Source: an optimization exercise on an open RTL-to-GDS flow (aim: small area and a short achievable clock period). Production flows keep margins and buffers that such runs may drop. The RTL was checked by simulation tests, not by an equivalence proof against the original design.

==> build 78 <==
==> flow/design.v (excerpt) <==
module idExStage (
    input  logic        clk,
    input  logic        reset,
    input  logic        inValid,
    output logic        inReady,
    input  logic [31:0] pc,
    input  logic [31:0] inst,
    input  logic [31:0] rs1Data,
    input  logic [31:0] rs2Data,
    input  logic [31:0] busReadData,
    output logic        outValid,
    input  logic        outReady,
    output logic        rdWriteEn,
    output logic [4:0]  rd,
    output logic [31:0] rdData,
    output logic        jumpEn,
    output logic [31:0] jumpAddr,
    output logic        busWriteEn,
    output logic [31:0] busAddr,
    output logic [31:0] busWriteData
);
    function automatic logic [31:0] carries(input logic [31:0] p, input logic [31:0] g,
                                            input logic cin);
        logic [31:0] gg, pp;
        gg = g;
        pp = p;
        gg[0] = g[0] | (p[0] & cin);
        for (int l = 0; l < 5; l++) begin
            for (int i = 0; i < 32; i++) begin
                if ((i >> l) & 1) begin
  ...
export LEC_CHECK = 0
export ABC_AREA = 1
export CAP_MARGIN = 20
export CORE_MARGIN = 2
export CORE_UTILIZATION = 55
export SETUP_SLACK_MARGIN = 4.0
export SLEW_MARGIN = 20
create_clock -name core_clock -period 8.0 [get_ports {clk}]
standard.sh (not shown) runs the stock make flow with config.mk's settings and CLKGATE_MAP_FILE= SYNTH_SCRIPT=/design/flow/synth_recipe.tcl, a recipe that flattens the netlist after the stock synthesis.
==> flow/flow/run.sh <==
#!/bin/bash
# The standard layout with two changes passed to ORFS's make:
#  - the port buffers are the smallest plain buffer (buf_1) instead of the
#    flow's default pick, a slow delay cell;
#  - no full/half-adder cell extraction before ABC, so ABC maps the adders'
#    carry logic itself (faster than chains of fa_1 cells).
set -euo pipefail
bash standard.sh "BUFFER_PORTS_ARGS=-buffer_cell sky130_fd_sc_hd__buf_1" "ADDER_MAP_FILE=" finish > standard_make.log 2>&1
==> trial 94: changes against build 78 <==
==> flow/flow/run.sh (replaced) <==
#!/bin/bash
# The standard layout (standard.sh) with these changes passed to ORFS's make:
#  - the port buffers are the smallest plain buffer (buf_1) instead of the
#    flow's default pick, a slow delay cell;
#  - no full/half-adder cell extraction before ABC, so ABC maps the adders'
#    carry logic itself (faster than chains of fa_1 cells);
set -euo pipefail
B="BUFFER_PORTS_ARGS=-buffer_cell sky130_fd_sc_hd__buf_1"
bash standard.sh "$B" "ADDER_MAP_FILE=" cts > standard_make_to_cts.log 2>&1
bash standard.sh "$B" "ADDER_MAP_FILE=" "SETUP_SLACK_MARGIN=3.5" finish > standard_make_finish.log 2>&1
- CORE_UTILIZATION: 55 -> 45
- SETUP_SLACK_MARGIN: 4.0 -> 3.8
==> build 11: changes against build 78 <==
- CORE_UTILIZATION: 55 -> 45
==> build 15: changes against build 78 <==
==> flow/flow/run.sh (replaced) <==
#!/bin/bash
# The standard layout (standard.sh) with these changes passed to ORFS's make:
#  - the port buffers are the smallest plain buffer (buf_1) instead of the
#    flow's default pick, a slow delay cell;
#  - no full/half-adder cell extraction before ABC, so ABC maps the adders'
#    carry logic itself (faster than chains of fa_1 cells);
set -euo pipefail
B="BUFFER_PORTS_ARGS=-buffer_cell sky130_fd_sc_hd__buf_1"
bash standard.sh "$B" "ADDER_MAP_FILE=" cts > standard_make_to_cts.log 2>&1
bash standard.sh "$B" "ADDER_MAP_FILE=" "SETUP_SLACK_MARGIN=3.7" finish > standard_make_finish.log 2>&1
- CORE_UTILIZATION: 55 -> 45
==> run summary <==
Post-Place Cells: 3128
Die Ht: 178.4 microns
GR Layer Usage met3: 14.66%
placed cell areas: 14910 sq um
Initial Util: 45.94%
gr ovfl total: 0
M2 GR Usage: 72.70%
status: finished clean
M1 GR Usage: 60.43%
post-CTS resize count: 104
Final GP Congestion: 1.115
Post-CTS Setup Repair Bufs: 31
Tot GR Track Use: 48.90%
-- figures above: trial 94

==> run summary <==
placed cell areas: 14910 sq um
M1 GR Usage: 60.74%
CP Depth: 17
post-CTS resize count: 233
Post-CTS Setup Repair Bufs: 60
Die Ht: 178.4 microns
status: finished clean
Tot GR Track Use: 50.67%
M2 GR Usage: 74.53%
Initial Util: 45.94%
Final GP Congestion: 1.115
Setup Skew: 0.02057 ns
-- figures above: build 11

==> run summary <==
status: stopped before the end
M1 GR Usage: 72.78%
Initial Util: 56.11%
failing step: global routing
post-CTS resize count: 190
Post-CTS Setup Repair Bufs: 51
M2 GR Usage: 86.93%
Post-Place Cells: 3056
Stop Error: [ERROR GRT-0232] Routing congestion too high. Check the congestion heatmap in the GUI.
Tot GR Track Use: 68.38%
Final GP Congestion: 1.233
Die Ht: 161.8 microns
gr ovfl total: 5
-- figures above: build 78

==> run summary <==
status: finished clean
actual slew at the worst max-slew pin: 0.9130 ns
Post-CTS Setup Repair Bufs: 60
Die Ht: 178.4 microns
Tot GR Track Use: 50.67%
placed cell areas: 14910 sq um
post-CTS resize count: 233
GR Layer Usage met3: 17.63%
M2 GR Usage: 74.53%
-- figures above: build 15

-- port drivers added, routing unchanged --
Ports are ideal in the flow. The routed layouts listed here were re-timed in OpenROAD. Step 1: set_driving_cell puts a clkbuf_16 on clk and a buf_2 on each other input, an assumption about the parent block. Step 2 also shifts input and output timing later by t, the mid clock arrival at the registers, as if the neighbouring blocks saw the same clock. Slacks: no drivers / after step 1 / after step 2; pairs: no drivers / after step 1.
| run | t, ns | setup WS [ns] | latest minus earliest clock arrival (ns) | worst slew at a driven data input, ns |
|---|---|---|---|---|
| trial 94 | 0.422 | 3.501 / 3.480 / 3.058 | 0.020 / 0.020 | 0.09 |
| build 11 | 0.427 | 3.881 / 3.814 / 3.386 | 0.021 / 0.021 | 0.14 |
| build 15 | 0.429 | 3.767 / 3.771 / 3.342 | 0.022 / 0.022 | 0.13 |
After both steps setup and hold are still met in every run listed. The setup slack of build 11, which loses most, moves by -0.067 ns with the drivers and by -0.495 ns with both steps.
